From an optimization exercise on the open Yosys and OpenROAD flow, aimed at small area, a short achievable clock period and few clock cycles per item; shortcuts taken in it are not production practice.
The RTL was checked by simulation tests, not by an equivalence proof against the original design.

== v32 ==
## fullcon_seq_mac
module fullcon_seq_mac #(
   parameter int DEPTH_IN     = 12,
   parameter int N_OUT        = 4,
   parameter int LANES        = 12,
   parameter int WIDTH_DATA   = 16,
   parameter int WIDTH_KERNEL = 8,
   parameter int RELU_EN      = 0
) (
   input  logic                                   clk,
   input  logic                                   rst,
   input  logic                                   in_valid,
   output logic                                   in_ready,
   input  logic [WIDTH_DATA*DEPTH_IN-1:0]         data_in,
   input  logic [WIDTH_KERNEL*DEPTH_IN*N_OUT-1:0] kernel_in,
   input  logic [(WIDTH_DATA+WIDTH_KERNEL+$clog2(DEPTH_IN)+1)*N_OUT-1:0] bias_in,
   output logic                                   out_valid,
   input  logic                                   out_ready,
   output logic [WIDTH_DATA+WIDTH_KERNEL+$clog2(DEPTH_IN):0] data_o,
   output logic [((N_OUT > 1) ? $clog2(N_OUT) : 1)-1:0] out_idx,
   output logic                                   out_last
);
==> flow/config.mk <==
export PLATFORM = sky130hd
export DESIGN_NAME = fullcon_seq_mac
export DESIGN_NICKNAME = fullcon_seq_mac
export VERILOG_FILES = /design/flow/design.v
export SDC_FILE = /design/flow/constraint.sdc
export NUM_CORES = 4
export LEC_CHECK = 0
export CAP_MARGIN = 40
export CORE_MARGIN = 2
export CORE_UTILIZATION = 40
export SLEW_MARGIN = 65
==> flow/constraint.sdc <==
create_clock -name core_clock -period 12.0 [get_ports {clk}]
set_input_delay 2.4000 -clock core_clock [delete_from_list [all_inputs] [get_ports {clk}]]
set_output_delay 2.4000 -clock core_clock [all_outputs]
set_load 0.01 [all_outputs]
standard.sh (not shown) runs the stock make flow with config.mk's settings and CLKGATE_MAP_FILE= SYNTH_SCRIPT=/design/flow/synth_recipe.tcl, a recipe that flattens the netlist after the stock synthesis.
==> flow/flow/run.sh <==
#!/bin/bash
set -euo pipefail
export BUFFER_PORTS_ARGS="-buffer_cell sky130_fd_sc_hd__buf_1"
bash standard.sh finish > standard.log 2>&1
Testbench counts of v32, summed over its fixed seeds: cycles 1,568, items 1,536.
Changes in v35 relative to v32:
--- a/flow/design.v
+++ b/flow/design.v
@@ -32,16 +32,17 @@
    logic [S:0]             pv_q;        
    logic [QD-1:0][WA-1:0]  q_q;         
    logic [QD-1:0]          qt_q;        
    logic [QD-1:0]          ot_q;        
    logic                   ov_q;        
    logic [1:0]             oi_q;        
    logic issue, accept, last_n, pop, push;
    logic issue_q, in_ready_q;           
+   logic ld_n_q;                        
    logic vld_nx, room_nopop, room_pop, room_d, last_nx;
    logic [QD-1:0] ot_nopop, ot_pop, qt_nopop, qt_pop;
    assign last_n   = (n_q == 2'd3);
    assign issue    = issue_q;
    assign in_ready = in_ready_q;
    assign accept   = in_valid && in_ready;
    assign pop      = ov_q && out_ready;
    assign pv_q[0]  = issue;
@@ -56,58 +57,63 @@
    assign qt_nopop   = push ? {qt_q[QD-2:0], 1'b1} : qt_q;
    assign qt_pop     = push ? qt_q : {1'b0, qt_q[QD-1:1]};
    always_ff @(posedge clk) begin
       if (rst) begin
          vld_q      <= 1'b0;
          n_q        <= 2'd0;
          issue_q    <= 1'b0;
          in_ready_q <= 1'b1;
+         ld_n_q     <= 1'b0;
          ot_q       <= '0;
       end else begin
          ot_q <= pop ? ot_pop : ot_nopop;
          if (accept) begin
             vld_q      <= 1'b1;
             n_q        <= 2'd0;
             issue_q    <= room_d;
             in_ready_q <= 1'b0;
+            ld_n_q     <= 1'b1;
          end else begin
             vld_q      <= vld_nx;
             n_q        <= n_q + 2'(issue);
             issue_q    <= vld_nx && room_d;
             in_ready_q <= !vld_nx || (last_nx && room_d);
+            ld_n_q     <= !(!vld_nx || (last_nx && room_d));
          end
       end
    end
    logic [11:0][7:0] hd_w;      
    logic [11:0][3:0] hd_one, hd_two, hd_neg;
-   assign hd_w = in_ready ? kernel_in[95:0] : kern_q[1];
+   logic ld;
+   assign ld   = !ld_n_q;
+   assign hd_w = ld ? kernel_in[95:0] : kern_q[1];
    always_comb begin
       for (int i = 0; i < 12; i++) begin
          for (int k = 0; k < 4; k++) begin
             logic w2, w1, w0;
             w2 = hd_w[i][2*k+1];
             w1 = hd_w[i][2*k];
             w0 = (k == 0) ? 1'b0 : hd_w[i][2*k-1];
             hd_one[i][k] = w1 ^ w0;
             hd_two[i][k] = (w2 & ~w1 & ~w0) | (~w2 & w1 & w0);
             hd_neg[i][k] = w2;
          end
       end
    end
    always_ff @(posedge clk) begin
-      if (in_ready) data_q <= data_in;
+      if (ld) data_q <= data_in;
    end
    always_ff @(posedge clk) begin
-      if (in_ready || issue) begin
+      if (ld || issue) begin
          hd_one_q <= hd_one;
          hd_two_q <= hd_two;
          hd_neg_q <= hd_neg;
       end
-      if (in_ready) begin
+      if (ld) begin
          kern_q <= kernel_in[383:96];
          bias_q <= bias_in;
       end else if (issue) begin
          kern_q[1] <= kern_q[2];
          kern_q[2] <= kern_q[3];
          for (int n = 0; n < 3; n++) bias_q[n] <= bias_q[n+1];
       end
    end
## What came out
- The lower worst path setup slack after routing of v35 and v32 is in v32.
- [v35] relative area of clock buffers and inverters in the final design fell 0.20 points relative to v32
- NOTE via count of the routed design v32->v35 increased slightly
- v32 -> v35: count of non-CTS inverters in the layout flat
- Status: sequential share of layout area parity (v35, v32)
- v35 completed every stage of the flow, and the final layout passed the timing, DRC and antenna checks.
- Multi-input combinational cell count across v35 and v32: no real change.
Testbench counts of v35, summed over its fixed seeds: cycles 1,568, items 1,536.

## static timing again, ports no longer ideal
The flow's constraints put no driver on any port. The routed layouts listed below were extracted and timed again, unchanged, in two steps.
Step 1, drivers: a clkbuf_16 drives clk and a buf_2 each remaining input, both assumed.
Step 2, shift: input delay + t, output delay - t, t = (earliest + latest rising clock arrival at the registers) / 2. This alone moves slack from input paths to output paths.
a / b / c = no drivers / after step 1 / after step 2; a / b = the first two.
run	shift t [ns]	setup WS [ns]	cell pins on the clock port's net
v32	0.905	7.724 / 7.628 / 7.831	1
v35	0.883	8.096 / 8.016 / 7.635	1
After both steps setup and hold are still met in every run listed. For v35, which loses most, drivers alone change the setup slack by -0.080 ns; drivers and shift together by -0.461 ns.
